From an optimization exercise on the open Yosys and OpenROAD flow, aimed at small area, a short achievable clock period and few clock cycles per item; shortcuts taken in it are not production practice.
The RTL was checked by simulation tests, not by an equivalence proof against the original design.
No activity file was given, so power comes from the tool's default toggle rates.

<file path="flow/design.v">
package mm_pkg;
  localparam int MATRIX_DIM = 4;
  localparam int LANE_W = 16;
  localparam int ACC_W = 32;
  localparam int PROD_CNT_W = 8;
  localparam int VEC_W = MATRIX_DIM * LANE_W;
  localparam int BEAT_W = 2 * VEC_W + 1;
  localparam int STEP_W = BEAT_W + 1;
  localparam int ROW_W = MATRIX_DIM * ACC_W;
  localparam int MAT_W = MATRIX_DIM * ROW_W;
endpackage
`timescale 1ns/1ps
module mm_kernel_ctrl (
  input  logic                          ap_clk,
  input  logic                          areset,
  input  logic                          i_ap_start,
  input  logic [mm_pkg::PROD_CNT_W-1:0] i_num_products,
  input  logic                          i_last_taken,
  input  logic                          i_done,
  output logic                          o_run_active,
  output logic                          o_final,
  output logic                          o_ap_idle
);
  localparam logic [mm_pkg::PROD_CNT_W-1:0] PROD_ONE = 1;
  localparam logic [mm_pkg::PROD_CNT_W-1:0] PROD_TWO = 2;
  logic                          idle_q;
  logic                          start_q;
  logic                          start_pulse;
  logic [mm_pkg::PROD_CNT_W-1:0] left_q;
  logic                          left_one_q;
  assign start_pulse = i_ap_start & ~start_q;
  always_ff @(posedge ap_clk) begin
    if (areset) begin
      start_q    <= 1'b0;
      idle_q     <= 1'b1;
      left_q     <= PROD_ONE;
      left_one_q <= 1'b1;
    end else begin
      start_q <= i_ap_start;
      if (idle_q) begin
        if (start_pulse) begin
          idle_q     <= 1'b0;
          left_q     <= (i_num_products == '0) ? PROD_ONE : i_num_products;
          left_one_q <= (i_num_products == '0) || (i_num_products == PROD_ONE);
        end
      end else begin
        if (i_done) begin
          idle_q <= 1'b1;
        end
        if (i_last_taken) begin
          left_q     <= left_q - PROD_ONE;
          left_one_q <= (left_q == PROD_TWO);
        end
      end
    end
  end
  assign o_run_active = ~idle_q;
  assign o_final      = left_one_q;
  assign o_ap_idle    = idle_q;
endmodule
`timescale 1ns/1ps
module mm_decode (
  input  logic                      ap_clk,
  input  logic                      areset,
  input  logic                      i_run_active,
  input  logic                      i_beat_valid,
  input  logic [mm_pkg::BEAT_W-1:0] i_beat,
  input  logic                      i_final,
  output logic [4*24-1:0]           o_dig,
  output logic [4*64-1:0]           o_b,
  output logic [3:0]                o_first,
  output logic                      o_last,
  output logic                      o_final
);
  localparam int N  = mm_pkg::MATRIX_DIM;
  localparam int LW = mm_pkg::LANE_W;
  logic        beat_accept;
  logic        beat_last;
  logic        open_q;
  logic        first_q;
  logic        last_q;
  logic        final_q;
  logic [23:0] enc [N];
  logic [23:0] dig_q [N][N];
  logic [63:0] b_q [N];
  logic [N-1:1] first_d;
  assign beat_accept = i_beat_valid & i_run_active;
  assign beat_last   = i_beat[0];
  always_comb begin
    for (int r = 0; r < N; r++) begin
      logic [LW:0] a;
      a = {i_beat[1 + 2*N*LW/2 + r*LW +: LW], 1'b0};
      for (int i = 0; i < LW/2; i++) begin
        enc[r][i]      = beat_accept & (a[2*i+1] ^ a[2*i]);
        enc[r][8 + i]  = beat_accept & ((a[2*i+2] & ~a[2*i+1] & ~a[2*i]) |
                                        (~a[2*i+2] & a[2*i+1] & a[2*i]));
        enc[r][16 + i] = beat_accept & a[2*i+2];
      end
    end
  end
  always_ff @(posedge ap_clk) begin
    if (areset) begin
      open_q  <= 1'b1;
      first_q <= 1'b0;
      last_q  <= 1'b0;
      final_q <= 1'b0;
    end else begin
      first_q <= beat_accept & open_q;
      last_q  <= beat_accept & beat_last;
      final_q <= beat_accept & beat_last & i_final;
      if (!i_run_active) begin
        open_q <= 1'b1;
      end else if (beat_accept) begin
        open_q <= beat_last;
      end
    end
  end
  always_ff @(posedge ap_clk) begin
    for (int r = 0; r < N; r++) begin
      dig_q[r][0] <= enc[r];
      for (int k = 1; k < N; k++) begin
        if (k <= r) dig_q[r][k] <= dig_q[r][k-1];
      end
    end
    b_q[0] <= i_beat[1 +: 64];
    for (int k = 1; k < N; k++) begin
      b_q[k] <= b_q[k-1];
    end
    first_d[1] <= first_q;
    for (int k = 2; k < N; k++) begin
      first_d[k] <= first_d[k-1];
    end
  end
  for (genvar r = 0; r < N; r++) begin : g_out
    assign o_dig[24*r +: 24] = dig_q[r][r];
    assign o_b[64*r +: 64]   = b_q[r];
  end
  assign o_first = {first_d, first_q};
  assign o_last  = last_q;
  assign o_final = final_q;
endmodule
`timescale 1ns/1ps
module mm_fa (
  input  logic a,
  input  logic b,
  input  logic c,
  output logic s,
  output logic co
);
  assign s  = a ^ b ^ c;
  assign co = (a & b) | (a & c) | (b & c);
endmodule
`timescale 1ns/1ps
module mm_mac (
  input  logic        ap_clk,
  input  logic [7:0]  one,
  input  logic [7:0]  two,
  input  logic [7:0]  neg,
  input  logic [15:0] b,
  input  logic        first,
  output logic [31:0] o_s,
  output logic [31:0] o_c
);
  logic [57:0] acc_q;
  logic [57:0] acc_d;
  logic [31:0] acc0_q, acc1_q;
  logic [31:0] accg0, accg1;
  logic pp0_0;
  logic pp0_1;
  logic pp0_2;
  logic pp1_0;
  logic pp0_3;
  logic pp1_1;
  logic pp0_4;
  logic pp1_2;
  logic pp2_0;
  logic pp0_5;
  logic pp1_3;
  logic pp2_1;
  logic pp0_6;
  logic pp1_4;
  logic pp2_2;
  logic pp3_0;
  logic pp0_7;
  logic pp1_5;
  logic pp2_3;
  logic pp3_1;
  logic pp0_8;
  logic pp1_6;
  logic pp2_4;
  logic pp3_2;
  logic pp4_0;
  logic pp0_9;
  logic pp1_7;
  logic pp2_5;
  logic pp3_3;
  logic pp4_1;
  logic pp0_10;
  logic pp1_8;
  logic pp2_6;
  logic pp3_4;
  logic pp4_2;
  logic pp5_0;
  logic pp0_11;
  logic pp1_9;
  logic pp2_7;
  logic pp3_5;
  logic pp4_3;
  logic pp5_1;
  logic pp0_12;
  logic pp1_10;
  logic pp2_8;
  logic pp3_6;
  logic pp4_4;
  logic pp5_2;
  logic pp6_0;
  logic pp0_13;
  logic pp1_11;
  logic pp2_9;
  logic pp3_7;
  logic pp4_5;
  logic pp5_3;
  logic pp6_1;
  logic pp0_14;
  logic pp1_12;
  logic pp2_10;
  logic pp3_8;
  logic pp4_6;
  logic pp5_4;
  logic pp6_2;
  logic pp7_0;
  logic pp0_15;
  logic pp1_13;
  logic pp2_11;
  logic pp3_9;
  logic pp4_7;
  logic pp5_5;
  logic pp6_3;
  logic pp7_1;
  logic pp0_16;
  logic pp1_14;
  logic pp2_12;
  logic pp3_10;
  logic pp4_8;
  logic pp5_6;
  logic pp6_4;
  logic pp7_2;
  logic pp1_15;
  logic pp2_13;
  logic pp3_11;
  logic pp4_9;
  logic pp5_7;
  logic pp6_5;
  logic pp7_3;
  logic pp1_16;
  logic pp2_14;
  logic pp3_12;
  logic pp4_10;
  logic pp5_8;
  logic pp6_6;
  logic pp7_4;
  logic pp2_15;
  logic pp3_13;
  logic pp4_11;
  logic pp5_9;
  logic pp6_7;
  logic pp7_5;
  logic pp2_16;
  logic pp3_14;
  logic pp4_12;
  logic pp5_10;
  logic pp6_8;
  logic pp7_6;
  logic pp3_15;
  logic pp4_13;
  logic pp5_11;
  logic pp6_9;
  logic pp7_7;
  logic pp3_16;
  logic pp4_14;
  logic pp5_12;
  logic pp6_10;
  logic pp7_8;
  logic pp4_15;
  logic pp5_13;
  logic pp6_11;
  logic pp7_9;
  logic pp4_16;
  logic pp5_14;
  logic pp6_12;
  logic pp7_10;
  logic pp5_15;
  logic pp6_13;
  logic pp7_11;
  logic pp5_16;
  logic pp6_14;
  logic pp7_12;
  logic pp6_15;
  logic pp7_13;
  logic pp6_16;
  logic pp7_14;
  logic pp7_15;
  logic pp7_16;
  logic t0, t1, t2, t3, t4, t5, t6, t7, t8, t9, t10, t11, t12, t13, t14, t15, t16, t17, t18, t19, t20, t21, t22, t23, t24, t25, t26, t27, t28, t29, t30, t31, t32, t33, t34, t35, t36, t37, t38, t39, t40, t41, t42, t43, t44, t45, t46, t47, t48, t49, t50, t51, t52, t53, t54, t55, t56, t57, t58, t59, t60, t61, t62, t63, t64, t65, t66, t67, t68, t69, t70, t71, t72, t73, t74, t75, t76, t77, t78, t79, t80, t81, t82, t83, t84, t85, t86, t87, t88, t89, t90, t91, t92, t93, t94, t95, t96, t97, t98, t99, t100, t101, t102, t103, t104, t105, t106, t107, t108, t109, t110, t111, t112, t113, t114, t115, t116, t117, t118, t119, t120, t121, t122, t123, t124, t125, t126, t127, t128, t129, t130, t131, t132, t133, t134, t135, t136, t137, t138, t139, t140, t141, t142, t143, t144, t145, t146, t147, t148, t149, t150, t151, t152, t153, t154, t155, t156, t157, t158, t159, t160, t161, t162, t163, t164, t165, t166, t167, t168, t169, t170, t171, t172, t173, t174, t175, t176, t177, t178, t179, t180, t181, t182, t183, t184, t185, t186, t187, t188, t189, t190, t191, t192, t193, t194, t195, t196, t197, t198, t199, t200, t201, t202, t203, t204, t205, t206, t207, t208, t209, t210, t211, t212, t213, t214, t215, t216, t217, t218, t219, t220, t221, t222, t223, t224, t225, t226, t227, t228, t229, t230, t231, t232, t233, t234, t235, t236, t237, t238, t239, t240, t241, t242, t243, t244, t245, t246, t247, t248, t249, t250, t251, t252, t253, t254, t255, t256, t257, t258, t259, t260, t261, t262, t263, t264, t265, t266, t267, t268, t269, t270, t271, t272, t273, t274, t275, t276, t277, t278, t279, t280, t281, t282, t283, t284, t285, t286, t287, t288, t289, t290, t291, t292, t293, t294, t295, t296, t297, t298, t299, t300, t301, t302, t303, t304, t305, t306, t307, t308, t309;
  assign acc0_q[0] = acc_q[0];
  assign acc1_q[0] = 1'b0;
  assign acc0_q[1] = acc_q[1];
  assign acc1_q[1] = 1'b0;
  assign acc0_q[2] = acc_q[2];
  assign acc1_q[2] = 1'b0;
  assign acc0_q[3] = acc_q[3];
  assign acc1_q[3] = 1'b0;
  assign acc0_q[4] = acc_q[4];
  assign acc1_q[4] = 1'b0;
  assign acc0_q[5] = acc_q[5];
  assign acc1_q[5] = acc_q[6];
  assign acc0_q[6] = acc_q[7];
  assign acc1_q[6] = acc_q[8];
  assign acc0_q[7] = acc_q[9];
  assign acc1_q[7] = acc_q[10];
  assign acc0_q[8] = acc_q[11];
  assign acc1_q[8] = acc_q[12];
  assign acc0_q[9] = acc_q[13];
  assign acc1_q[9] = acc_q[14];
  assign acc0_q[10] = acc_q[15];
  assign acc1_q[10] = acc_q[16];
  assign acc0_q[11] = acc_q[17];
  assign acc1_q[11] = acc_q[18];
  assign acc0_q[12] = acc_q[19];
  assign acc1_q[12] = acc_q[20];
  assign acc0_q[13] = acc_q[21];
  assign acc1_q[13] = acc_q[22];
  assign acc0_q[14] = acc_q[23];
  assign acc1_q[14] = acc_q[24];
  assign acc0_q[15] = acc_q[25];
  assign acc1_q[15] = acc_q[26];
  assign acc0_q[16] = acc_q[27];
  assign acc1_q[16] = acc_q[28];
  assign acc0_q[17] = acc_q[29];
  assign acc1_q[17] = acc_q[30];
  assign acc0_q[18] = acc_q[31];
  assign acc1_q[18] = acc_q[32];
  assign acc0_q[19] = acc_q[33];
  assign acc1_q[19] = acc_q[34];
  assign acc0_q[20] = acc_q[35];
  assign acc1_q[20] = acc_q[36];
  assign acc0_q[21] = acc_q[37];
  assign acc1_q[21] = acc_q[38];
  assign acc0_q[22] = acc_q[39];
  assign acc1_q[22] = acc_q[40];
  assign acc0_q[23] = acc_q[41];
  assign acc1_q[23] = acc_q[42];
  assign acc0_q[24] = acc_q[43];
  assign acc1_q[24] = acc_q[44];
  assign acc0_q[25] = acc_q[45];
  assign acc1_q[25] = acc_q[46];
  assign acc0_q[26] = acc_q[47];
  assign acc1_q[26] = acc_q[48];
  assign acc0_q[27] = acc_q[49];
  assign acc1_q[27] = acc_q[50];
  assign acc0_q[28] = acc_q[51];
  assign acc1_q[28] = acc_q[52];
  assign acc0_q[29] = acc_q[53];
  assign acc1_q[29] = acc_q[54];
  assign acc0_q[30] = acc_q[55];
  assign acc1_q[30] = acc_q[56];
  assign acc0_q[31] = acc_q[57];
  assign acc1_q[31] = 1'b0;
  assign accg0 = acc0_q & {32{~first}};
  assign accg1 = acc1_q & {32{~first}};
  assign pp0_0 = (one[0] & b[0]) ^ neg[0];
  assign pp0_1 = ((one[0] & b[1]) | (two[0] & b[0])) ^ neg[0];
  assign pp0_2 = ((one[0] & b[2]) | (two[0] & b[1])) ^ neg[0];
  assign pp1_0 = (one[1] & b[0]) ^ neg[1];
  assign pp0_3 = ((one[0] & b[3]) | (two[0] & b[2])) ^ neg[0];
  assign pp1_1 = ((one[1] & b[1]) | (two[1] & b[0])) ^ neg[1];
  assign pp0_4 = ((one[0] & b[4]) | (two[0] & b[3])) ^ neg[0];
  assign pp1_2 = ((one[1] & b[2]) | (two[1] & b[1])) ^ neg[1];
  assign pp2_0 = (one[2] & b[0]) ^ neg[2];
  assign pp0_5 = ((one[0] & b[5]) | (two[0] & b[4])) ^ neg[0];
  assign pp1_3 = ((one[1] & b[3]) | (two[1] & b[2])) ^ neg[1];
  assign pp2_1 = ((one[2] & b[1]) | (two[2] & b[0])) ^ neg[2];
  assign pp0_6 = ((one[0] & b[6]) | (two[0] & b[5])) ^ neg[0];
  assign pp1_4 = ((one[1] & b[4]) | (two[1] & b[3])) ^ neg[1];
  assign pp2_2 = ((one[2] & b[2]) | (two[2] & b[1])) ^ neg[2];
  assign pp3_0 = (one[3] & b[0]) ^ neg[3];
  assign pp0_7 = ((one[0] & b[7]) | (two[0] & b[6])) ^ neg[0];
  assign pp1_5 = ((one[1] & b[5]) | (two[1] & b[4])) ^ neg[1];
  assign pp2_3 = ((one[2] & b[3]) | (two[2] & b[2])) ^ neg[2];
  assign pp3_1 = ((one[3] & b[1]) | (two[3] & b[0])) ^ neg[3];
  assign pp0_8 = ((one[0] & b[8]) | (two[0] & b[7])) ^ neg[0];
  assign pp1_6 = ((one[1] & b[6]) | (two[1] & b[5])) ^ neg[1];
  assign pp2_4 = ((one[2] & b[4]) | (two[2] & b[3])) ^ neg[2];
  assign pp3_2 = ((one[3] & b[2]) | (two[3] & b[1])) ^ neg[3];
  assign pp4_0 = (one[4] & b[0]) ^ neg[4];
  assign pp0_9 = ((one[0] & b[9]) | (two[0] & b[8])) ^ neg[0];
  assign pp1_7 = ((one[1] & b[7]) | (two[1] & b[6])) ^ neg[1];
  assign pp2_5 = ((one[2] & b[5]) | (two[2] & b[4])) ^ neg[2];
  assign pp3_3 = ((one[3] & b[3]) | (two[3] & b[2])) ^ neg[3];
  assign pp4_1 = ((one[4] & b[1]) | (two[4] & b[0])) ^ neg[4];
  assign pp0_10 = ((one[0] & b[10]) | (two[0] & b[9])) ^ neg[0];
  assign pp1_8 = ((one[1] & b[8]) | (two[1] & b[7])) ^ neg[1];
  assign pp2_6 = ((one[2] & b[6]) | (two[2] & b[5])) ^ neg[2];
  assign pp3_4 = ((one[3] & b[4]) | (two[3] & b[3])) ^ neg[3];
  assign pp4_2 = ((one[4] & b[2]) | (two[4] & b[1])) ^ neg[4];
  assign pp5_0 = (one[5] & b[0]) ^ neg[5];
  assign pp0_11 = ((one[0] & b[11]) | (two[0] & b[10])) ^ neg[0];
  assign pp1_9 = ((one[1] & b[9]) | (two[1] & b[8])) ^ neg[1];
  assign pp2_7 = ((one[2] & b[7]) | (two[2] & b[6])) ^ neg[2];
  assign pp3_5 = ((one[3] & b[5]) | (two[3] & b[4])) ^ neg[3];
  assign pp4_3 = ((one[4] & b[3]) | (two[4] & b[2])) ^ neg[4];
  assign pp5_1 = ((one[5] & b[1]) | (two[5] & b[0])) ^ neg[5];
  assign pp0_12 = ((one[0] & b[12]) | (two[0] & b[11])) ^ neg[0];
  assign pp1_10 = ((one[1] & b[10]) | (two[1] & b[9])) ^ neg[1];
  assign pp2_8 = ((one[2] & b[8]) | (two[2] & b[7])) ^ neg[2];
  assign pp3_6 = ((one[3] & b[6]) | (two[3] & b[5])) ^ neg[3];
  assign pp4_4 = ((one[4] & b[4]) | (two[4] & b[3])) ^ neg[4];
  assign pp5_2 = ((one[5] & b[2]) | (two[5] & b[1])) ^ neg[5];
  assign pp6_0 = (one[6] & b[0]) ^ neg[6];
  assign pp0_13 = ((one[0] & b[13]) | (two[0] & b[12])) ^ neg[0];
  assign pp1_11 = ((one[1] & b[11]) | (two[1] & b[10])) ^ neg[1];
  assign pp2_9 = ((one[2] & b[9]) | (two[2] & b[8])) ^ neg[2];
  assign pp3_7 = ((one[3] & b[7]) | (two[3] & b[6])) ^ neg[3];
  assign pp4_5 = ((one[4] & b[5]) | (two[4] & b[4])) ^ neg[4];
  assign pp5_3 = ((one[5] & b[3]) | (two[5] & b[2])) ^ neg[5];
  assign pp6_1 = ((one[6] & b[1]) | (two[6] & b[0])) ^ neg[6];
  assign pp0_14 = ((one[0] & b[14]) | (two[0] & b[13])) ^ neg[0];
  assign pp1_12 = ((one[1] & b[12]) | (two[1] & b[11])) ^ neg[1];
  assign pp2_10 = ((one[2] & b[10]) | (two[2] & b[9])) ^ neg[2];
  assign pp3_8 = ((one[3] & b[8]) | (two[3] & b[7])) ^ neg[3];
  assign pp4_6 = ((one[4] & b[6]) | (two[4] & b[5])) ^ neg[4];
  assign pp5_4 = ((one[5] & b[4]) | (two[5] & b[3])) ^ neg[5];
  assign pp6_2 = ((one[6] & b[2]) | (two[6] & b[1])) ^ neg[6];
  assign pp7_0 = (one[7] & b[0]) ^ neg[7];
  assign pp0_15 = ((one[0] & b[15]) | (two[0] & b[14])) ^ neg[0];
  assign pp1_13 = ((one[1] & b[13]) | (two[1] & b[12])) ^ neg[1];
  assign pp2_11 = ((one[2] & b[11]) | (two[2] & b[10])) ^ neg[2];
  assign pp3_9 = ((one[3] & b[9]) | (two[3] & b[8])) ^ neg[3];
  assign pp4_7 = ((one[4] & b[7]) | (two[4] & b[6])) ^ neg[4];
  assign pp5_5 = ((one[5] & b[5]) | (two[5] & b[4])) ^ neg[5];
  assign pp6_3 = ((one[6] & b[3]) | (two[6] & b[2])) ^ neg[6];
  assign pp7_1 = ((one[7] & b[1]) | (two[7] & b[0])) ^ neg[7];
  assign pp0_16 = ~(((one[0] & b[15]) | (two[0] & b[15])) ^ neg[0]);
  assign pp1_14 = ((one[1] & b[14]) | (two[1] & b[13])) ^ neg[1];
  assign pp2_12 = ((one[2] & b[12]) | (two[2] & b[11])) ^ neg[2];
  assign pp3_10 = ((one[3] & b[10]) | (two[3] & b[9])) ^ neg[3];
  assign pp4_8 = ((one[4] & b[8]) | (two[4] & b[7])) ^ neg[4];
  assign pp5_6 = ((one[5] & b[6]) | (two[5] & b[5])) ^ neg[5];
  assign pp6_4 = ((one[6] & b[4]) | (two[6] & b[3])) ^ neg[6];
  assign pp7_2 = ((one[7] & b[2]) | (two[7] & b[1])) ^ neg[7];
  assign pp1_15 = ((one[1] & b[15]) | (two[1] & b[14])) ^ neg[1];
  assign pp2_13 = ((one[2] & b[13]) | (two[2] & b[12])) ^ neg[2];
  assign pp3_11 = ((one[3] & b[11]) | (two[3] & b[10])) ^ neg[3];
  assign pp4_9 = ((one[4] & b[9]) | (two[4] & b[8])) ^ neg[4];
  assign pp5_7 = ((one[5] & b[7]) | (two[5] & b[6])) ^ neg[5];
  assign pp6_5 = ((one[6] & b[5]) | (two[6] & b[4])) ^ neg[6];
  assign pp7_3 = ((one[7] & b[3]) | (two[7] & b[2])) ^ neg[7];
  assign pp1_16 = ~(((one[1] & b[15]) | (two[1] & b[15])) ^ neg[1]);
  assign pp2_14 = ((one[2] & b[14]) | (two[2] & b[13])) ^ neg[2];
  assign pp3_12 = ((one[3] & b[12]) | (two[3] & b[11])) ^ neg[3];
  assign pp4_10 = ((one[4] & b[10]) | (two[4] & b[9])) ^ neg[4];
  assign pp5_8 = ((one[5] & b[8]) | (two[5] & b[7])) ^ neg[5];
  assign pp6_6 = ((one[6] & b[6]) | (two[6] & b[5])) ^ neg[6];
  assign pp7_4 = ((one[7] & b[4]) | (two[7] & b[3])) ^ neg[7];
  assign pp2_15 = ((one[2] & b[15]) | (two[2] & b[14])) ^ neg[2];
  assign pp3_13 = ((one[3] & b[13]) | (two[3] & b[12])) ^ neg[3];
  assign pp4_11 = ((one[4] & b[11]) | (two[4] & b[10])) ^ neg[4];
  assign pp5_9 = ((one[5] & b[9]) | (two[5] & b[8])) ^ neg[5];
  assign pp6_7 = ((one[6] & b[7]) | (two[6] & b[6])) ^ neg[6];
  assign pp7_5 = ((one[7] & b[5]) | (two[7] & b[4])) ^ neg[7];
  assign pp2_16 = ~(((one[2] & b[15]) | (two[2] & b[15])) ^ neg[2]);
  assign pp3_14 = ((one[3] & b[14]) | (two[3] & b[13])) ^ neg[3];
  assign pp4_12 = ((one[4] & b[12]) | (two[4] & b[11])) ^ neg[4];
  assign pp5_10 = ((one[5] & b[10]) | (two[5] & b[9])) ^ neg[5];
  assign pp6_8 = ((one[6] & b[8]) | (two[6] & b[7])) ^ neg[6];
  assign pp7_6 = ((one[7] & b[6]) | (two[7] & b[5])) ^ neg[7];
  assign pp3_15 = ((one[3] & b[15]) | (two[3] & b[14])) ^ neg[3];
  assign pp4_13 = ((one[4] & b[13]) | (two[4] & b[12])) ^ neg[4];
  assign pp5_11 = ((one[5] & b[11]) | (two[5] & b[10])) ^ neg[5];
  assign pp6_9 = ((one[6] & b[9]) | (two[6] & b[8])) ^ neg[6];
  assign pp7_7 = ((one[7] & b[7]) | (two[7] & b[6])) ^ neg[7];
  assign pp3_16 = ~(((one[3] & b[15]) | (two[3] & b[15])) ^ neg[3]);
  assign pp4_14 = ((one[4] & b[14]) | (two[4] & b[13])) ^ neg[4];
  assign pp5_12 = ((one[5] & b[12]) | (two[5] & b[11])) ^ neg[5];
  assign pp6_10 = ((one[6] & b[10]) | (two[6] & b[9])) ^ neg[6];
  assign pp7_8 = ((one[7] & b[8]) | (two[7] & b[7])) ^ neg[7];
  assign pp4_15 = ((one[4] & b[15]) | (two[4] & b[14])) ^ neg[4];
  assign pp5_13 = ((one[5] & b[13]) | (two[5] & b[12])) ^ neg[5];
  assign pp6_11 = ((one[6] & b[11]) | (two[6] & b[10])) ^ neg[6];
  assign pp7_9 = ((one[7] & b[9]) | (two[7] & b[8])) ^ neg[7];
  assign pp4_16 = ~(((one[4] & b[15]) | (two[4] & b[15])) ^ neg[4]);
  assign pp5_14 = ((one[5] & b[14]) | (two[5] & b[13])) ^ neg[5];
  assign pp6_12 = ((one[6] & b[12]) | (two[6] & b[11])) ^ neg[6];
  assign pp7_10 = ((one[7] & b[10]) | (two[7] & b[9])) ^ neg[7];
  assign pp5_15 = ((one[5] & b[15]) | (two[5] & b[14])) ^ neg[5];
  assign pp6_13 = ((one[6] & b[13]) | (two[6] & b[12])) ^ neg[6];
  assign pp7_11 = ((one[7] & b[11]) | (two[7] & b[10])) ^ neg[7];
  assign pp5_16 = ~(((one[5] & b[15]) | (two[5] & b[15])) ^ neg[5]);
  assign pp6_14 = ((one[6] & b[14]) | (two[6] & b[13])) ^ neg[6];
  assign pp7_12 = ((one[7] & b[12]) | (two[7] & b[11])) ^ neg[7];
  assign pp6_15 = ((one[6] & b[15]) | (two[6] & b[14])) ^ neg[6];
  assign pp7_13 = ((one[7] & b[13]) | (two[7] & b[12])) ^ neg[7];
  assign pp6_16 = ~(((one[6] & b[15]) | (two[6] & b[15])) ^ neg[6]);
  assign pp7_14 = ((one[7] & b[14]) | (two[7] & b[13])) ^ neg[7];
  assign pp7_15 = ((one[7] & b[15]) | (two[7] & b[14])) ^ neg[7];
  assign pp7_16 = ~(((one[7] & b[15]) | (two[7] & b[15])) ^ neg[7]);
  assign t0 = ~accg0[16];
  assign t1 = ~accg0[17];
  assign t2 = ~accg0[19];
  assign t3 = ~accg0[21];
  assign t4 = ~accg0[23];
  assign t5 = ~accg0[25];
  assign t6 = ~accg0[27];
  assign t7 = ~accg0[29];
  assign t8 = ~accg0[31];
  mm_fa u_fa0 (.a(accg0[0]), .b(neg[0]), .c(pp0_0), .s(t9), .co(t10));
  mm_fa u_fa1 (.a(accg0[1]), .b(pp0_1), .c(t10), .s(t11), .co(t12));
  mm_fa u_fa2 (.a(accg0[2]), .b(neg[1]), .c(pp0_2), .s(t13), .co(t14));
  mm_fa u_fa3 (.a(pp1_0), .b(t13), .c(t12), .s(t15), .co(t16));
  mm_fa u_fa4 (.a(accg0[3]), .b(pp0_3), .c(pp1_1), .s(t17), .co(t18));
  mm_fa u_fa5 (.a(t14), .b(t17), .c(t16), .s(t19), .co(t20));
  mm_fa u_fa6 (.a(accg0[4]), .b(neg[2]), .c(pp0_4), .s(t21), .co(t22));
  mm_fa u_fa7 (.a(pp1_2), .b(pp2_0), .c(t18), .s(t23), .co(t24));
  mm_fa u_fa8 (.a(t21), .b(t23), .c(t20), .s(t25), .co(t26));
  mm_fa u_fa9 (.a(accg0[5]), .b(accg1[5]), .c(pp0_5), .s(t27), .co(t28));
  mm_fa u_fa10 (.a(pp1_3), .b(pp2_1), .c(t22), .s(t29), .co(t30));
  mm_fa u_fa11 (.a(t27), .b(t24), .c(t29), .s(t31), .co(t32));
  mm_fa u_fa12 (.a(accg0[6]), .b(accg1[6]), .c(neg[3]), .s(t33), .co(t34));
  mm_fa u_fa13 (.a(pp0_6), .b(pp1_4), .c(pp2_2), .s(t35), .co(t36));
  mm_fa u_fa14 (.a(pp3_0), .b(t33), .c(t28), .s(t37), .co(t38));
  mm_fa u_fa15 (.a(t35), .b(t30), .c(t37), .s(t39), .co(t40));
  mm_fa u_fa16 (.a(accg0[7]), .b(accg1[7]), .c(pp0_7), .s(t41), .co(t42));
  mm_fa u_fa17 (.a(pp1_5), .b(pp2_3), .c(pp3_1), .s(t43), .co(t44));
  mm_fa u_fa18 (.a(t34), .b(t36), .c(t41), .s(t45), .co(t46));
  mm_fa u_fa19 (.a(t43), .b(t38), .c(t45), .s(t47), .co(t48));
  mm_fa u_fa20 (.a(accg0[8]), .b(accg1[8]), .c(neg[4]), .s(t49), .co(t50));
  mm_fa u_fa21 (.a(pp0_8), .b(pp1_6), .c(pp2_4), .s(t51), .co(t52));
  mm_fa u_fa22 (.a(pp3_2), .b(pp4_0), .c(t49), .s(t53), .co(t54));
  mm_fa u_fa23 (.a(t42), .b(t44), .c(t51), .s(t55), .co(t56));
  mm_fa u_fa24 (.a(t53), .b(t46), .c(t55), .s(t57), .co(t58));
  mm_fa u_fa25 (.a(accg0[9]), .b(accg1[9]), .c(pp0_9), .s(t59), .co(t60));
  mm_fa u_fa26 (.a(pp1_7), .b(pp2_5), .c(pp3_3), .s(t61), .co(t62));
  mm_fa u_fa27 (.a(pp4_1), .b(t50), .c(t52), .s(t63), .co(t64));
  mm_fa u_fa28 (.a(t54), .b(t59), .c(t61), .s(t65), .co(t66));
  mm_fa u_fa29 (.a(t56), .b(t63), .c(t65), .s(t67), .co(t68));
  mm_fa u_fa30 (.a(accg0[10]), .b(accg1[10]), .c(neg[5]), .s(t69), .co(t70));
  mm_fa u_fa31 (.a(pp0_10), .b(pp1_8), .c(pp2_6), .s(t71), .co(t72));
  mm_fa u_fa32 (.a(pp3_4), .b(pp4_2), .c(pp5_0), .s(t73), .co(t74));
  mm_fa u_fa33 (.a(t69), .b(t60), .c(t62), .s(t75), .co(t76));
  mm_fa u_fa34 (.a(t71), .b(t73), .c(t64), .s(t77), .co(t78));
  mm_fa u_fa35 (.a(t66), .b(t75), .c(t77), .s(t79), .co(t80));
  mm_fa u_fa36 (.a(accg0[11]), .b(accg1[11]), .c(pp0_11), .s(t81), .co(t82));
  mm_fa u_fa37 (.a(pp1_9), .b(pp2_7), .c(pp3_5), .s(t83), .co(t84));
  mm_fa u_fa38 (.a(pp4_3), .b(pp5_1), .c(t70), .s(t85), .co(t86));
  mm_fa u_fa39 (.a(t72), .b(t74), .c(t81), .s(t87), .co(t88));
  mm_fa u_fa40 (.a(t83), .b(t85), .c(t76), .s(t89), .co(t90));
  mm_fa u_fa41 (.a(t87), .b(t78), .c(t89), .s(t91), .co(t92));
  mm_fa u_fa42 (.a(accg0[12]), .b(accg1[12]), .c(neg[6]), .s(t93), .co(t94));
  mm_fa u_fa43 (.a(pp0_12), .b(pp1_10), .c(pp2_8), .s(t95), .co(t96));
  mm_fa u_fa44 (.a(pp3_6), .b(pp4_4), .c(pp5_2), .s(t97), .co(t98));
  mm_fa u_fa45 (.a(pp6_0), .b(t93), .c(t82), .s(t99), .co(t100));
  mm_fa u_fa46 (.a(t84), .b(t86), .c(t95), .s(t101), .co(t102));
  mm_fa u_fa47 (.a(t97), .b(t88), .c(t99), .s(t103), .co(t104));
  mm_fa u_fa48 (.a(t101), .b(t90), .c(t103), .s(t105), .co(t106));
  mm_fa u_fa49 (.a(accg0[13]), .b(accg1[13]), .c(pp0_13), .s(t107), .co(t108));
  mm_fa u_fa50 (.a(pp1_11), .b(pp2_9), .c(pp3_7), .s(t109), .co(t110));
  mm_fa u_fa51 (.a(pp4_5), .b(pp5_3), .c(pp6_1), .s(t111), .co(t112));
  mm_fa u_fa52 (.a(t94), .b(t96), .c(t98), .s(t113), .co(t114));
  mm_fa u_fa53 (.a(t107), .b(t109), .c(t111), .s(t115), .co(t116));
  mm_fa u_fa54 (.a(t100), .b(t102), .c(t113), .s(t117), .co(t118));
  mm_fa u_fa55 (.a(t115), .b(t104), .c(t117), .s(t119), .co(t120));
  mm_fa u_fa56 (.a(accg0[14]), .b(accg1[14]), .c(neg[7]), .s(t121), .co(t122));
  mm_fa u_fa57 (.a(pp0_14), .b(pp1_12), .c(pp2_10), .s(t123), .co(t124));
  mm_fa u_fa58 (.a(pp3_8), .b(pp4_6), .c(pp5_4), .s(t125), .co(t126));
  mm_fa u_fa59 (.a(pp6_2), .b(pp7_0), .c(t121), .s(t127), .co(t128));
  mm_fa u_fa60 (.a(t108), .b(t110), .c(t112), .s(t129), .co(t130));
  mm_fa u_fa61 (.a(t123), .b(t125), .c(t127), .s(t131), .co(t132));
  mm_fa u_fa62 (.a(t114), .b(t116), .c(t129), .s(t133), .co(t134));
  mm_fa u_fa63 (.a(t131), .b(t118), .c(t133), .s(t135), .co(t136));
  mm_fa u_fa64 (.a(accg0[15]), .b(accg1[15]), .c(pp0_15), .s(t137), .co(t138));
  mm_fa u_fa65 (.a(pp1_13), .b(pp2_11), .c(pp3_9), .s(t139), .co(t140));
  mm_fa u_fa66 (.a(pp4_7), .b(pp5_5), .c(pp6_3), .s(t141), .co(t142));
  mm_fa u_fa67 (.a(pp7_1), .b(t122), .c(t124), .s(t143), .co(t144));
  mm_fa u_fa68 (.a(t126), .b(t128), .c(t137), .s(t145), .co(t146));
  mm_fa u_fa69 (.a(t139), .b(t141), .c(t130), .s(t147), .co(t148));
  mm_fa u_fa70 (.a(t143), .b(t132), .c(t145), .s(t149), .co(t150));
  mm_fa u_fa71 (.a(t134), .b(t147), .c(t149), .s(t151), .co(t152));
  mm_fa u_fa72 (.a(accg1[16]), .b(t0), .c(pp0_16), .s(t153), .co(t154));
  mm_fa u_fa73 (.a(pp1_14), .b(pp2_12), .c(pp3_10), .s(t155), .co(t156));
  mm_fa u_fa74 (.a(pp4_8), .b(pp5_6), .c(pp6_4), .s(t157), .co(t158));
  mm_fa u_fa75 (.a(pp7_2), .b(t138), .c(t140), .s(t159), .co(t160));
  mm_fa u_fa76 (.a(t142), .b(t153), .c(t155), .s(t161), .co(t162));
  mm_fa u_fa77 (.a(t157), .b(t144), .c(t146), .s(t163), .co(t164));
  mm_fa u_fa78 (.a(t159), .b(t161), .c(t148), .s(t165), .co(t166));
  mm_fa u_fa79 (.a(t150), .b(t163), .c(t165), .s(t167), .co(t168));
  mm_fa u_fa80 (.a(accg1[17]), .b(accg0[16]), .c(t1), .s(t169), .co(t170));
  mm_fa u_fa81 (.a(pp1_15), .b(pp2_13), .c(pp3_11), .s(t171), .co(t172));
  mm_fa u_fa82 (.a(pp4_9), .b(pp5_7), .c(pp6_5), .s(t173), .co(t174));
  mm_fa u_fa83 (.a(pp7_3), .b(t169), .c(t154), .s(t175), .co(t176));
  mm_fa u_fa84 (.a(t156), .b(t158), .c(t171), .s(t177), .co(t178));
  mm_fa u_fa85 (.a(t173), .b(t160), .c(t162), .s(t179), .co(t180));
  mm_fa u_fa86 (.a(t175), .b(t177), .c(t164), .s(t181), .co(t182));
  mm_fa u_fa87 (.a(t179), .b(t166), .c(t181), .s(t183), .co(t184));
  mm_fa u_fa88 (.a(accg0[18]), .b(accg1[18]), .c(accg0[17]), .s(t185), .co(t186));
  mm_fa u_fa89 (.a(t170), .b(t185), .c(pp1_16), .s(t187), .co(t188));
  mm_fa u_fa90 (.a(pp2_14), .b(pp3_12), .c(pp4_10), .s(t189), .co(t190));
  mm_fa u_fa91 (.a(pp5_8), .b(pp6_6), .c(pp7_4), .s(t191), .co(t192));
  mm_fa u_fa92 (.a(t172), .b(t174), .c(t187), .s(t193), .co(t194));
  mm_fa u_fa93 (.a(t189), .b(t191), .c(t176), .s(t195), .co(t196));
  mm_fa u_fa94 (.a(t178), .b(t193), .c(t180), .s(t197), .co(t198));
  mm_fa u_fa95 (.a(t195), .b(t182), .c(t197), .s(t199), .co(t200));
  mm_fa u_fa96 (.a(accg1[19]), .b(t2), .c(t186), .s(t201), .co(t202));
  mm_fa u_fa97 (.a(pp2_15), .b(pp3_13), .c(pp4_11), .s(t203), .co(t204));
  mm_fa u_fa98 (.a(pp5_9), .b(pp6_7), .c(pp7_5), .s(t205), .co(t206));
  mm_fa u_fa99 (.a(t201), .b(t188), .c(t190), .s(t207), .co(t208));
  mm_fa u_fa100 (.a(t192), .b(t203), .c(t205), .s(t209), .co(t210));
  mm_fa u_fa101 (.a(t194), .b(t207), .c(t209), .s(t211), .co(t212));
  mm_fa u_fa102 (.a(t196), .b(t211), .c(t198), .s(t213), .co(t214));
  mm_fa u_fa103 (.a(accg0[20]), .b(accg1[20]), .c(accg0[19]), .s(t215), .co(t216));
  mm_fa u_fa104 (.a(t215), .b(pp2_16), .c(pp3_14), .s(t217), .co(t218));
  mm_fa u_fa105 (.a(pp4_12), .b(pp5_10), .c(pp6_8), .s(t219), .co(t220));
  mm_fa u_fa106 (.a(pp7_6), .b(t202), .c(t204), .s(t221), .co(t222));
  mm_fa u_fa107 (.a(t206), .b(t217), .c(t219), .s(t223), .co(t224));
  mm_fa u_fa108 (.a(t208), .b(t210), .c(t221), .s(t225), .co(t226));
  mm_fa u_fa109 (.a(t223), .b(t212), .c(t225), .s(t227), .co(t228));
  mm_fa u_fa110 (.a(accg1[21]), .b(t3), .c(t216), .s(t229), .co(t230));
  mm_fa u_fa111 (.a(pp3_15), .b(pp4_13), .c(pp5_11), .s(t231), .co(t232));
  mm_fa u_fa112 (.a(pp6_9), .b(pp7_7), .c(t229), .s(t233), .co(t234));
  mm_fa u_fa113 (.a(t218), .b(t220), .c(t231), .s(t235), .co(t236));
  mm_fa u_fa114 (.a(t222), .b(t233), .c(t224), .s(t237), .co(t238));
  mm_fa u_fa115 (.a(t235), .b(t226), .c(t237), .s(t239), .co(t240));
  mm_fa u_fa116 (.a(accg0[22]), .b(accg1[22]), .c(accg0[21]), .s(t241), .co(t242));
  mm_fa u_fa117 (.a(t241), .b(pp3_16), .c(pp4_14), .s(t243), .co(t244));
  mm_fa u_fa118 (.a(pp5_12), .b(pp6_10), .c(pp7_8), .s(t245), .co(t246));
  mm_fa u_fa119 (.a(t230), .b(t232), .c(t243), .s(t247), .co(t248));
  mm_fa u_fa120 (.a(t245), .b(t234), .c(t236), .s(t249), .co(t250));
  mm_fa u_fa121 (.a(t247), .b(t238), .c(t249), .s(t251), .co(t252));
  mm_fa u_fa122 (.a(accg1[23]), .b(t4), .c(t242), .s(t253), .co(t254));
  mm_fa u_fa123 (.a(pp4_15), .b(pp5_13), .c(pp6_11), .s(t255), .co(t256));
  mm_fa u_fa124 (.a(pp7_9), .b(t253), .c(t244), .s(t257), .co(t258));
  mm_fa u_fa125 (.a(t246), .b(t255), .c(t248), .s(t259), .co(t260));
  mm_fa u_fa126 (.a(t257), .b(t250), .c(t259), .s(t261), .co(t262));
  mm_fa u_fa127 (.a(accg0[24]), .b(accg1[24]), .c(accg0[23]), .s(t263), .co(t264));
  mm_fa u_fa128 (.a(t263), .b(pp4_16), .c(pp5_14), .s(t265), .co(t266));
  mm_fa u_fa129 (.a(pp6_12), .b(pp7_10), .c(t254), .s(t267), .co(t268));
  mm_fa u_fa130 (.a(t256), .b(t265), .c(t267), .s(t269), .co(t270));
  mm_fa u_fa131 (.a(t258), .b(t269), .c(t260), .s(t271), .co(t272));
  mm_fa u_fa132 (.a(accg1[25]), .b(t5), .c(t264), .s(t273), .co(t274));
  mm_fa u_fa133 (.a(pp5_15), .b(pp6_13), .c(pp7_11), .s(t275), .co(t276));
  mm_fa u_fa134 (.a(t273), .b(t266), .c(t275), .s(t277), .co(t278));
  mm_fa u_fa135 (.a(t268), .b(t277), .c(t270), .s(t279), .co(t280));
  mm_fa u_fa136 (.a(accg0[26]), .b(accg1[26]), .c(accg0[25]), .s(t281), .co(t282));
  mm_fa u_fa137 (.a(t281), .b(pp5_16), .c(pp6_14), .s(t283), .co(t284));
  mm_fa u_fa138 (.a(pp7_12), .b(t274), .c(t276), .s(t285), .co(t286));
  mm_fa u_fa139 (.a(t283), .b(t278), .c(t285), .s(t287), .co(t288));
  mm_fa u_fa140 (.a(accg1[27]), .b(t6), .c(t282), .s(t289), .co(t290));
  mm_fa u_fa141 (.a(pp6_15), .b(pp7_13), .c(t289), .s(t291), .co(t292));
  mm_fa u_fa142 (.a(t284), .b(t286), .c(t291), .s(t293), .co(t294));
  mm_fa u_fa143 (.a(accg0[28]), .b(accg1[28]), .c(accg0[27]), .s(t295), .co(t296));
  mm_fa u_fa144 (.a(t295), .b(pp6_16), .c(pp7_14), .s(t297), .co(t298));
  mm_fa u_fa145 (.a(t290), .b(t297), .c(t292), .s(t299), .co(t300));
  mm_fa u_fa146 (.a(accg1[29]), .b(t7), .c(t296), .s(t301), .co(t302));
  mm_fa u_fa147 (.a(pp7_15), .b(t301), .c(t298), .s(t303), .co(t304));
  mm_fa u_fa148 (.a(accg0[30]), .b(accg1[30]), .c(accg0[29]), .s(t305), .co(t306));
  mm_fa u_fa149 (.a(t305), .b(pp7_16), .c(t302), .s(t307), .co(t308));
  assign t309 = t8 ^ t306 ^ t308;
  assign acc_d[0] = t9;
  assign acc_d[1] = t11;
  assign acc_d[2] = t15;
  assign acc_d[3] = t19;
  assign acc_d[4] = t25;
  assign acc_d[5] = t26;
  assign acc_d[6] = t31;
  assign acc_d[7] = t32;
  assign acc_d[8] = t39;
  assign acc_d[9] = t40;
  assign acc_d[10] = t47;
  assign acc_d[11] = t48;
  assign acc_d[12] = t57;
  assign acc_d[13] = t58;
  assign acc_d[14] = t67;
  assign acc_d[15] = t68;
  assign acc_d[16] = t79;
  assign acc_d[17] = t80;
  assign acc_d[18] = t91;
  assign acc_d[19] = t92;
  assign acc_d[20] = t105;
  assign acc_d[21] = t106;
  assign acc_d[22] = t119;
  assign acc_d[23] = t120;
  assign acc_d[24] = t135;
  assign acc_d[25] = t136;
  assign acc_d[26] = t151;
  assign acc_d[27] = t152;
  assign acc_d[28] = t167;
  assign acc_d[29] = t168;
  assign acc_d[30] = t183;
  assign acc_d[31] = t184;
  assign acc_d[32] = t199;
  assign acc_d[33] = t200;
  assign acc_d[34] = t213;
  assign acc_d[35] = t214;
  assign acc_d[36] = t227;
  assign acc_d[37] = t228;
  assign acc_d[38] = t239;
  assign acc_d[39] = t240;
  assign acc_d[40] = t251;
  assign acc_d[41] = t252;
  assign acc_d[42] = t261;
  assign acc_d[43] = t262;
  assign acc_d[44] = t271;
  assign acc_d[45] = t272;
  assign acc_d[46] = t279;
  assign acc_d[47] = t280;
  assign acc_d[48] = t287;
  assign acc_d[49] = t288;
  assign acc_d[50] = t293;
  assign acc_d[51] = t294;
  assign acc_d[52] = t299;
  assign acc_d[53] = t300;
  assign acc_d[54] = t303;
  assign acc_d[55] = t304;
  assign acc_d[56] = t307;
  assign acc_d[57] = t309;
  always_ff @(posedge ap_clk) begin
    acc_q <= acc_d;
  end
  assign o_s = acc0_q;
  assign o_c = acc1_q;
endmodule
module mm_execute (
  input  logic                     ap_clk,
  input  logic [4*24-1:0]          i_dig,
  input  logic [4*64-1:0]          i_b,
  input  logic [3:0]               i_first,
  output logic [mm_pkg::MAT_W-1:0] o_s,
  output logic [mm_pkg::MAT_W-1:0] o_c
);
  localparam int N = mm_pkg::MATRIX_DIM;
  for (genvar r = 0; r < N; r++) begin : g_row
    for (genvar c = 0; c < N; c++) begin : g_col
      mm_mac u_mac (
        .ap_clk (ap_clk),
        .one    (i_dig[24*r +: 8]),
        .two    (i_dig[24*r + 8 +: 8]),
        .neg    (i_dig[24*r + 16 +: 8]),
        .b      (i_b[64*r + 16*c +: 16]),
        .first  (i_first[r]),
        .o_s    (o_s[128*r + 32*c +: 32]),
        .o_c    (o_c[128*r + 32*c +: 32])
      );
    end
  end
endmodule
`timescale 1ns/1ps
module mm_result (
  input  logic                     ap_clk,
  input  logic                     areset,
  input  logic                     i_last,
  input  logic                     i_final,
  input  logic [mm_pkg::MAT_W-1:0] i_s,
  input  logic [mm_pkg::MAT_W-1:0] i_c,
  output logic                     o_c_valid,
  output logic [mm_pkg::ROW_W-1:0] o_c_row,
  output logic                     o_c_last,
  output logic                     o_done
);
  localparam int N  = mm_pkg::MATRIX_DIM;
  localparam int AW = mm_pkg::ACC_W;
  logic [N-1:0]                sel_q;
  logic [N-1:0]                fin_q;
  logic [N-1:0][AW-1:0]        s_row;
  logic [N-1:0][AW-1:0]        c_row;
  logic [mm_pkg::ROW_W-1:0]    row_q;
  logic                        valid_q;
  logic                        last_q;
  logic                        done_q;
  always_comb begin
    for (int c = 0; c < N; c++) begin
      s_row[c] = '0;
      c_row[c] = '0;
      for (int r = 0; r < N; r++) begin
        s_row[c] = s_row[c] | (i_s[128*r + 32*c +: 32] & {AW{sel_q[r]}});
        c_row[c] = c_row[c] | (i_c[128*r + 32*c +: 32] & {AW{sel_q[r]}});
      end
    end
  end
  always_ff @(posedge ap_clk) begin
    for (int c = 0; c < N; c++) begin
      row_q[32*c +: 32] <= s_row[c] + c_row[c];
    end
  end
  always_ff @(posedge ap_clk) begin
    if (areset) begin
      sel_q   <= '0;
      fin_q   <= '0;
      valid_q <= 1'b0;
      last_q  <= 1'b0;
      done_q  <= 1'b0;
    end else begin
      sel_q   <= {sel_q[N-2:0], i_last};
      fin_q   <= {fin_q[N-2:0], i_final};
      valid_q <= |sel_q;
      last_q  <= sel_q[N-1];
      done_q  <= sel_q[N-1] & fin_q[N-1];
    end
  end
  assign o_c_valid = valid_q;
  assign o_c_row   = row_q;
  assign o_c_last  = last_q;
  assign o_done    = done_q;
endmodule
`timescale 1ns/1ps
module mm_kernel (
  input  logic                          ap_clk,
  input  logic                          areset,
  input  logic                          i_ap_start,
  input  logic [mm_pkg::PROD_CNT_W-1:0] i_num_products,
  input  logic                          i_beat_valid,
  input  logic [mm_pkg::BEAT_W-1:0]     i_beat,
  output logic                          o_ap_idle,
  output logic                          o_ap_done,
  output logic                          o_c_valid,
  output logic [mm_pkg::ROW_W-1:0]      o_c_row,
  output logic                          o_c_last
);
  logic                     run_active;
  logic                     final_next;
  logic                     done;
  logic [4*24-1:0]          dig;
  logic [4*64-1:0]          b;
  logic [3:0]               first;
  logic                     last;
  logic                     last_final;
  logic [mm_pkg::MAT_W-1:0] acc_s;
  logic [mm_pkg::MAT_W-1:0] acc_c;
  mm_kernel_ctrl u_ctrl (
    .ap_clk         (ap_clk),
    .areset         (areset),
    .i_ap_start     (i_ap_start),
    .i_num_products (i_num_products),
    .i_last_taken   (i_beat_valid & run_active & i_beat[0]),
    .i_done         (done),
    .o_run_active   (run_active),
    .o_final        (final_next),
    .o_ap_idle      (o_ap_idle)
  );
  mm_decode u_decode (
    .ap_clk       (ap_clk),
    .areset       (areset),
    .i_run_active (run_active),
    .i_beat_valid (i_beat_valid),
    .i_beat       (i_beat),
    .i_final      (final_next),
    .o_dig        (dig),
    .o_b          (b),
    .o_first      (first),
    .o_last       (last),
    .o_final      (last_final)
  );
  mm_execute u_execute (
    .ap_clk  (ap_clk),
    .i_dig   (dig),
    .i_b     (b),
    .i_first (first),
    .o_s     (acc_s),
    .o_c     (acc_c)
  );
  mm_result u_result (
    .ap_clk    (ap_clk),
    .areset    (areset),
    .i_last    (last),
    .i_final   (last_final),
    .i_s       (acc_s),
    .i_c       (acc_c),
    .o_c_valid (o_c_valid),
    .o_c_row   (o_c_row),
    .o_c_last  (o_c_last),
    .o_done    (done)
  );
  assign o_ap_done = done;
endmodule
</file>
<file path="flow/flow/run.sh">
#!/bin/bash
# The standard layout, with timing repair aimed past the clock period:
# repair_timing works until the setup slack reaches SETUP_SLACK_MARGIN, so the
# layout is optimised for a shorter period than the constraint asks for.
# The clock, the constraints and every other step are the standard ones.
set -euo pipefail
MARGIN=${MARGIN:-7.0}
bash standard.sh SETUP_SLACK_MARGIN=$MARGIN TNS_END_PERCENT=10 finish > flow_make.log 2>&1
</file>
<file path="flow/standard.sh">
#!/bin/bash
# synth_recipe.tcl (not shown) runs the flow's synth.tcl, then flattens the netlist and writes it again
# the make line also repeats each setting of config.mk as NAME=value (left out here)
make -C /OpenROAD-flow-scripts/flow DESIGN_CONFIG=/design/flow/config.mk WORK_HOME=/design/flow/orfs CLKGATE_MAP_FILE= SYNTH_SCRIPT=/design/flow/synth_recipe.tcl "${@:-finish}"
</file>
<file path="flow/config.mk">
export PLATFORM = sky130hd
export DESIGN_NAME = mm_kernel
export DESIGN_NICKNAME = mm_kernel
export VERILOG_FILES = /design/flow/design.v
export SDC_FILE = /design/flow/constraint.sdc
export NUM_CORES = 4
export LEC_CHECK = 0
export CAP_MARGIN = 20
export CORE_MARGIN = 2
export CORE_UTILIZATION = 35
export SLEW_MARGIN = 20
export SYNTH_HIERARCHICAL = 1
export SYNTH_MINIMUM_KEEP_SIZE = 0
</file>
<file path="flow/constraint.sdc">
create_clock -name core_clock -period 10.5 [get_ports {ap_clk}]
set_input_delay 2.1000 -clock core_clock [delete_from_list [all_inputs] [get_ports {ap_clk}]]
set_output_delay 2.1000 -clock core_clock [all_outputs]
set_load 0.01 [all_outputs]
</file>
==> run notes, run 1 <==
Core Area 420000 um^2; Routed WL 608 mm; RSZ-0062 raised after global routing true; Initial Util 35.1%; CP peak stage delay 510 ps; Synth Warn # 13; Final Cycle Share 34.6%; fmax 276 MHz; row count 238; die outline height 654 um; Synth Area in Compound Gates 15.8%; Vias per Instance 5.87; crit end category flop; die area 427000 um^2; antenna violations before repair 62; Crit path buffers/inverters 1; Critical Path RT 11270 ps; Pins Over Slew Limit 0; pwr dens 225 nW/um^2; root buffer cell clkbuf_16; via count 108535; Simple-Gate Fraction of Synth Area 6.45%; fin crit period 3630 ps; Critical Path Most Common Cell fa_1; clock net sink count 1581; CTS tree built; Synth top area share 32.6%; Worst-Margin Slew 1140 ps; post-DP HPWL 364 mm; CTS Buffer Depth 4; CP Class flop to flop; Worst Path Max Fanout 12; Port Buf Inserts 272; hold crit path type flop to flop; post-synthesis adder-cell area fraction 33.7%; H-Tree Depth 4; Async S/R FF share, synth 0%; Fin. Hold Viols 0; Top delay family on crit path adder cells; synthesis-to-finish area growth 11.7%; Syn Std Cell Area 148000 um^2; Leak 63.4 nW; CP Launch Type flop; pin count of the biggest net entering global routing 80; total negative slack 0 ps; clk latency of the worst-skew pair 990 ps; first-pass GRT wire length 844 mm; wire per inst 32.9 um; hold buffer count at CTS 0; Cells after Synth 12819; synthesized area per cell 11.5 um^2; XOR/XNOR share of the synthesized area 14.0%; DRC Markers 0; mux cell area share after synthesis 0.00678%; TritonRoute pass-1 iters 9; post-route ant nets 0; largest family of logic cells by synthesized area adder cells; main area contributors after synthesis fa_1 (33%), dfxtp_1 (21%), xnor2_1 (13%); Critical Path AT 4400 ps; io pins 273; Num CTS Buffers 200; vias in the first global route 111817; commonest cells after routing, fill and taps aside fa_1 (2370), xnor2_1 (2163), a22oi_1 (2015), dfxtp_1 (1293), nor2b_1 (792); routability cong. 0.916; number of flops mapped to enable cells by yosys 0; commonest non-fill, non-tap cell in the layout fa_1; Synth area leader fa_1; max cap viols 0; status no timing/DRC/antenna violations; Relative slew margins 24.0%; Iter 0 DRT Violations 14319; Critical-path top delay cell fa_1; Distinct cells, synth 89; #FFs+latches synth 1581; GR Util All Layers 27.4%; global route overflow 0; sequential element share of the synthesized area 21.4%; Clk pin slew, worst setup/hold paths 70 ps; IR drop worst, VDD 160 uV; nets 15319; Worst Clk Skew 99.1 ps; CP Cell Sequence buf_16 -> nor2b_1 -> fa_1 -> fa_1 -> fa_1 -> fa_1 -> fa_1 -> fa_1; Die W 654 um; setup violators final 0; Final Hold Slack 317 ps; main flop type after synthesis dfxtp_1; share of cells above drive strength 1 16.3%
[state kept, by name, indices dropped and copies added (netlist names), 3 cells and up]
| register | cells |
|---|---|
| u_ctrl.left_q | 8 |
| u_decode.b_q | 256 |
| u_decode.dig_q | 240 |
| u_decode.first_d | 3 |
| u_execute.g_row.g_col.u_mac.acc_q | 928 |
| u_result.fin_q | 4 |
| u_result.row_q | 128 |
| u_result.sel_q | 4 |
[worst paths after layout]
path	to	slack, ps	start	cells after the start
hold reg to reg	u_decode.dig_q[13][18]	320	u_decode.dig_q[12][18]	0
hold / removal	u_decode.dig_q[13][18]	320	u_decode.dig_q[12][18]	0
setup / recovery	u_execute.g_row[3].g_col[1].u_mac.acc_q[30]	6870	u_decode.first_d[3]	8
setup reg to reg	u_execute.g_row[3].g_col[1].u_mac.acc_q[30]	6870	u_decode.first_d[3]	8
[Yosys stat by module (local to each module, per instance), excerpt]
module          copies in the design  cells inside
mm_fa                           2400             1
mm_kernel                          1             1
mm_result                          1          1922
mm_kernel_ctrl                     1            80
mm_decode                          1           704
mm_mac                            16           482
[where the power goes]
part / switching (mW) / internal [mW] / leakage, nW
Sequential: 1.98 / 8.35 / 13.3
Clock: 3.19 / 4.30 / 3.36
Combinational: 10.2 / 9.05 / 46.7
[routing by layer]
metal  track usage (%)  part of all wire, %  vias to the layer above  wire length, um
met5                 0                0.058                        -              354
met4              16.7                  7.2                       48            44000
met3              10.5                   14                     1890            83000
met2              40.4                   43                     8038           259000
met1              33.8                   36                    55799           221000
li1                  -                    -                    42760                -
[kinds of logic after synthesis]
family,count (synthesis)
AO/OA/AOI/OAI,2969
adder cells (fa/ha/maj),2530
XOR/XNOR,2352
AND/OR/NAND/NOR,1724
buffers and inverters,1646
flip-flops,1581
other,16
multiplexers,1
[cells in the mapped netlist (4+ instances only)]
cell / instances
fa_1: 2404
xnor2_1: 2164
a22oi_1: 2101
dfxtp_1: 1581
nor2b_1: 825
buf_6: 625
nand2_1: 449
buf_4: 388
a22oi_2: 320
buf_2: 252
xor2_1: 188
clkbuf_1: 178
o21ai_0: 175
inv_1: 160
nand2b_1: 135
a21oi_1: 128
ha_1: 126
nor2_1: 103
a21o_1: 60
nand3_1: 33
nand3b_1: 31
or3b_1: 28
a21oi_2: 27
and3_1: 24
o21ai_1: 21
and3_2: 20
nand4_1: 19
a211oi_1: 18
nor3_1: 18
clkbuf_2: 17
buf_8: 16
conb_1: 16
o21bai_1: 15
o21a_1: 12
a221oi_1: 11
a31oi_1: 9
buf_1: 9
a22o_1: 8
and2_1: 8
nor3b_1: 8
o211ai_1: 8
or3_1: 6
a41oi_1: 4
o221ai_1: 4
[per-stage QoR]
step	area, um^2	cells	utilization, %	setup slack (ps)	power (mW)
floorplan	148000	12899	-	6970	23.1
global placement	148000	17605	35.2	5890	28.0
detailed placement	148000	17605	35.2	5880	28.5
CTS	163000	18380	38.7	6880	36.6
global route	165000	18455	39.2	6830	40.1
finish	165000	18477	39.2	6870	37.1
[area by class of cell]
cell class | instances | area (um^2)
clock buffers | 264 | 5630
fillers | 40105 | 255000
multi-input cells | 9672 | 104000
well taps | 5640 | 7060
diodes | 23 | 57.6
repair buffers | 1032 | 13500
clock inverters | 104 | 1280
inverters | 161 | 604
flip-flops and latches | 1581 | 32400
[what timing repair did]
item / CTS / global route
gates cloned: 49 / 20
endpoints found under the setup margin: 859 / 482
buffers inserted: 358 / 54
gates resized for setup: 1142 / 274
pin swaps: 10 / 40
Testbench counts, summed over its fixed seeds: cycles 4,588, products 286.
==> run 2: changes to the inputs <==
--- a/flow/design.v
+++ b/flow/design.v
@@ -8,6 +8,8 @@
   localparam int STEP_W = BEAT_W + 1;
   localparam int ROW_W = MATRIX_DIM * ACC_W;
   localparam int MAT_W = MATRIX_DIM * ROW_W;
+  localparam logic [ACC_W-1:0] ACC_LIVE0 = 32'hffffffff;
+  localparam logic [ACC_W-1:0] ACC_LIVE1 = 32'h7fffffe0;
 endpackage
 `timescale 1ns/1ps
 module mm_kernel_ctrl (
@@ -80,22 +82,31 @@
   logic        first_q;
   logic        last_q;
   logic        final_q;
-  logic [23:0] enc [N];
-  logic [23:0] dig_q [N][N];
-  logic [63:0] b_q [N];
-  logic [N-1:1] first_d;
+  logic [LW-1:0] a_in  [N];
+  logic [LW-1:0] a_q   [N][N-1];
+  logic [23:0]   enc   [N];
+  logic [23:0]   dig_q [N];
+  logic [63:0]   b_q   [N];
+  logic [N-1:1]  first_d;
   assign beat_accept = i_beat_valid & i_run_active;
   assign beat_last   = i_beat[0];
   always_comb begin
     for (int r = 0; r < N; r++) begin
-      logic [LW:0] a;
-      a = {i_beat[1 + 2*N*LW/2 + r*LW +: LW], 1'b0};
-      for (int i = 0; i < LW/2; i++) begin
-        enc[r][i]      = beat_accept & (a[2*i+1] ^ a[2*i]);
-        enc[r][8 + i]  = beat_accept & ((a[2*i+2] & ~a[2*i+1] & ~a[2*i]) |
-                                        (~a[2*i+2] & a[2*i+1] & a[2*i]));
-        enc[r][16 + i] = beat_accept & a[2*i+2];
-      end
+      a_in[r] = i_beat[1 + N*LW + r*LW +: LW] & {LW{beat_accept}};
+    end
+  end
+  for (genvar r = 0; r < N; r++) begin : g_enc
+    logic [LW:0] a;
+    if (r == 0) begin : g_now
+      assign a = {a_in[0], 1'b0};
+    end else begin : g_late
+      assign a = {a_q[r][r-1], 1'b0};
+    end
+    for (genvar i = 0; i < LW/2; i++) begin : g_dig
+      assign enc[r][i]      = a[2*i+1] ^ a[2*i];
+      assign enc[r][8 + i]  = (a[2*i+2] & ~a[2*i+1] & ~a[2*i]) |
+                              (~a[2*i+2] & a[2*i+1] & a[2*i]);
+      assign enc[r][16 + i] = a[2*i+2];
     end
   end
   always_ff @(posedge ap_clk) begin
@@ -116,12 +127,15 @@
     end
   end
   always_ff @(posedge ap_clk) begin
-    for (int r = 0; r < N; r++) begin
-      dig_q[r][0] <= enc[r];
-      for (int k = 1; k < N; k++) begin
-        if (k <= r) dig_q[r][k] <= dig_q[r][k-1];
+    for (int r = 1; r < N; r++) begin
+      a_q[r][0] <= a_in[r];
+      for (int k = 1; k < N-1; k++) begin
+        if (k < r) a_q[r][k] <= a_q[r][k-1];
       end
     end
+    for (int r = 0; r < N; r++) begin
+      dig_q[r] <= enc[r];
+    end
     b_q[0] <= i_beat[1 +: 64];
     for (int k = 1; k < N; k++) begin
       b_q[k] <= b_q[k-1];
@@ -132,7 +146,7 @@
     end
   end
   for (genvar r = 0; r < N; r++) begin : g_out
-    assign o_dig[24*r +: 24] = dig_q[r][r];
+    assign o_dig[24*r +: 24] = dig_q[r];
     assign o_b[64*r +: 64]   = b_q[r];
   end
   assign o_first = {first_d, first_q};
@@ -780,8 +794,8 @@
       s_row[c] = '0;
       c_row[c] = '0;
       for (int r = 0; r < N; r++) begin
-        s_row[c] = s_row[c] | (i_s[128*r + 32*c +: 32] & {AW{sel_q[r]}});
-        c_row[c] = c_row[c] | (i_c[128*r + 32*c +: 32] & {AW{sel_q[r]}});
+        s_row[c] = s_row[c] | (i_s[128*r + 32*c +: 32] & mm_pkg::ACC_LIVE0 & {AW{sel_q[r]}});
+        c_row[c] = c_row[c] | (i_c[128*r + 32*c +: 32] & mm_pkg::ACC_LIVE1 & {AW{sel_q[r]}});
       end
     end
   end
--- a/flow/config.mk
+++ b/flow/config.mk
@@ -7,7 +7,7 @@
 export LEC_CHECK = 0
 export CAP_MARGIN = 20
 export CORE_MARGIN = 2
-export CORE_UTILIZATION = 35
+export CORE_UTILIZATION = 50
 export SLEW_MARGIN = 20
 export SYNTH_HIERARCHICAL = 1
 export SYNTH_MINIMUM_KEEP_SIZE = 0
==> run 2 against run 1 <==
Die area down 32%. Maximum frequency down 2.4%. Clock-buffer cell count up 7. Hold slack better by 9.9 ps. Sequential share of layout area fell by 0.25 points. First-iteration DRC count rose by 7.0%. Clock skew fell by 45 ps. Flip-flop and latch count fell by 48. Largest cell class unchanged. Highest routed layer unchanged.
==> run notes, run 2 <==
RSZ-0062 raised after global routing true; Critical Path AT 4480 ps; wire per inst 36.8 um; Reg2Reg Setup Slack 6780 ps; io pins 273; first-pass GRT wire length 822 mm; Critical-path top delay cell fa_2; largest registers u_execute.g_row.g_col.u_mac.acc_q x928, u_decode.b_q x256, u_result.row_q x128; met3 WL 84.1 mm; Relative slew margins 34.5%; Clk pin slew, worst setup/hold paths 60 ps; Initial Util 50.1%; root buffer cell clkbuf_16; Critical Path RT 11270 ps; commonest non-fill, non-tap cell in the layout fa_1; synthesized area per cell 11.6 um^2; setup violators final 0; CP Cell Sequence buf_12 -> buf_16 -> buf_16 -> nor2b_4 -> fa_1 -> fa_2 -> fa_2 -> fa_2 -> fa_1; Pwr Total 39.5 mW; Cells after Synth 12372; Syn Std Cell Area 144000 um^2; vias in the first global route 112995; Worst Clk Skew 54.4 ps; Vias per Instance 6.64; CP Class flop to flop; Worst-Margin Slew 981 ps; die area 292000 um^2; crit end category flop; synthesis-to-finish area growth 12.0%; Pins Over Slew Limit 0; routability cong. 0.960; CTS tree built; via count 108074; Leak 62.9 nW; Critical Path Most Common Cell fa_2; Crit path buffers/inverters 3; Die W 541 um; clk latency of the worst-skew pair 920 ps; Core Area 287000 um^2; post-route ant nets 0; share of cells above drive strength 1 16.6%; register with the most flip-flops u_execute.g_row.g_col.u_mac.acc_q; IR drop worst, VDD 157 uV; Routed WL 599 mm; final-layout fill cell count 23948; Worst Path Max Fanout 7; GR Util All Layers 38.8%; clock net sink count 1533; pin count of the biggest net entering global routing 67; Iter 0 DRT Violations 15319; DRC Markers 0; Fin. Hold Viols 0; nets 14966; Largest register FFs 928; global route overflow 0; H-Tree Depth 4; post-DP HPWL 356 mm; highest layer used for signal routing met5; Top delay family on crit path adder cells; CP Launch Type flop; met2 wire len 248 mm; row count 197; fin crit period 3720 ps; fmax 269 MHz; TritonRoute pass-1 iters 7; Final Non-Filler Cells 16286; antenna violations before repair 45; max cap viols 0; Final Cycle Share 35.4%; die outline height 541 um; Port Buf Inserts 272; met1 WL 217 mm; Synth Warn # 15; CTS Buffer Depth 4; total negative slack 0 ps; commonest cells after routing, fill and taps aside fa_1 (2310), xnor2_1 (2130), a22oi_1 (2005), dfxtp_1 (1279), nor2b_1 (782); hold crit path type flop to flop; pwr dens 245 nW/um^2; DP Cell Count 15373; CP peak stage delay 560 ps; Num CTS Buffers 196; hold buffer count at CTS 0; status no timing/DRC/antenna violations
-- run 2: what timing repair did --
item / in CTS / in global routing
endpoints found under the setup margin: 851 / 515
buffers inserted: 306 / 110
pin swaps: 21 / 85
cloned: 71 / 38
resized for setup: 945 / 350
-- run 2: area by class of cell --
class	instances	area, um^2	share of cell area, %
Sequential cell	1533	31300	19.4
Timing Repair Buffer	1109	15200	9.40
Clock buffer	271	5630	3.49
Tap cell	3781	4730	2.93
Multi-Input combinational cell	9310	103000	63.6
Clock inverter	88	1220	0.755
Antenna cell	29	72.6	0.0450
Inverter	165	621	0.385
-- run 2: worst paths after layout --
kind | startpoint | endpoint | cells past startpoint
worst max register to register | u_decode.first_d[2] | u_execute.g_row[2].g_col[1].u_mac.acc_q[32] | 9
worst min register to register | u_decode.a_q[10][11] | u_decode.a_q[11][11] | 0
worst min-delay path | u_decode.a_q[10][11] | u_decode.a_q[11][11] | 0
worst max-delay path | u_decode.first_d[2] | u_execute.g_row[2].g_col[1].u_mac.acc_q[32] | 9
-- run 2: layer usage --
| layer | GRT usage [%] | vias up |
|---|---|---|
| li1 | - | 41627 |
| met1 | 49.1 | 55701 |
| met2 | 56.1 | 8618 |
| met3 | 13.6 | 2080 |
| met4 | 25.4 | 48 |
| met5 | 1.18 | - |
-- run 2: report_power, final --
| group | total (mW) | switching, mW | internal (mW) | leakage, nW |
|---|---|---|---|---|
| clock | 7.39 | 3.02 | 4.37 | 3.37 |
| combinational | 22.0 | 11.7 | 10.3 | 46.7 |
| sequential | 10.1 | 1.83 | 8.29 | 12.9 |
| total | 39.5 | 16.5 | 23.0 | 62.9 |
-- run 2: stage by stage --
step	hold slack [ps]	util (%)	setup slack, ps	instance area, um^2
3_5_place_dp	312	49.7	5630	143000
5_1_grt	328	56.1	6760	161000
6_report	327	56.1	6780	161000
2_1_floorplan	310	-	6970	144000
3_3_place_gp	316	49.7	5740	143000
4_1_cts	327	55.0	6820	158000
Testbench counts of run 2, summed over its fixed seeds: cycles 4,588, products 286.

==> static timing again, ports no longer ideal <==
How much do the figures lean on ideal ports? The routed layouts below were timed once more, with nothing changed but the port constraints. Step 1 assumes that a clkbuf_16 drives the clock port and a buf_2 every other input. Step 2 also shifts input and output timing later by t, the mid clock arrival at the registers, as if the neighbouring blocks saw the same clock. Slacks: no drivers / after step 1 / after step 2; pairs: no drivers / after step 1.
run | t (ns) | setup slack, ns | worst setup path after step 2
run 1 | 1.060 | 6.871 / 6.790 / 6.488 | input to register
run 2 | 0.997 | 6.782 / 6.763 / 6.442 | input to register
After both steps every run listed still meets setup and hold. For run 1, which loses most, drivers alone change the setup slack by -0.081 ns; drivers and shift together by -0.383 ns.
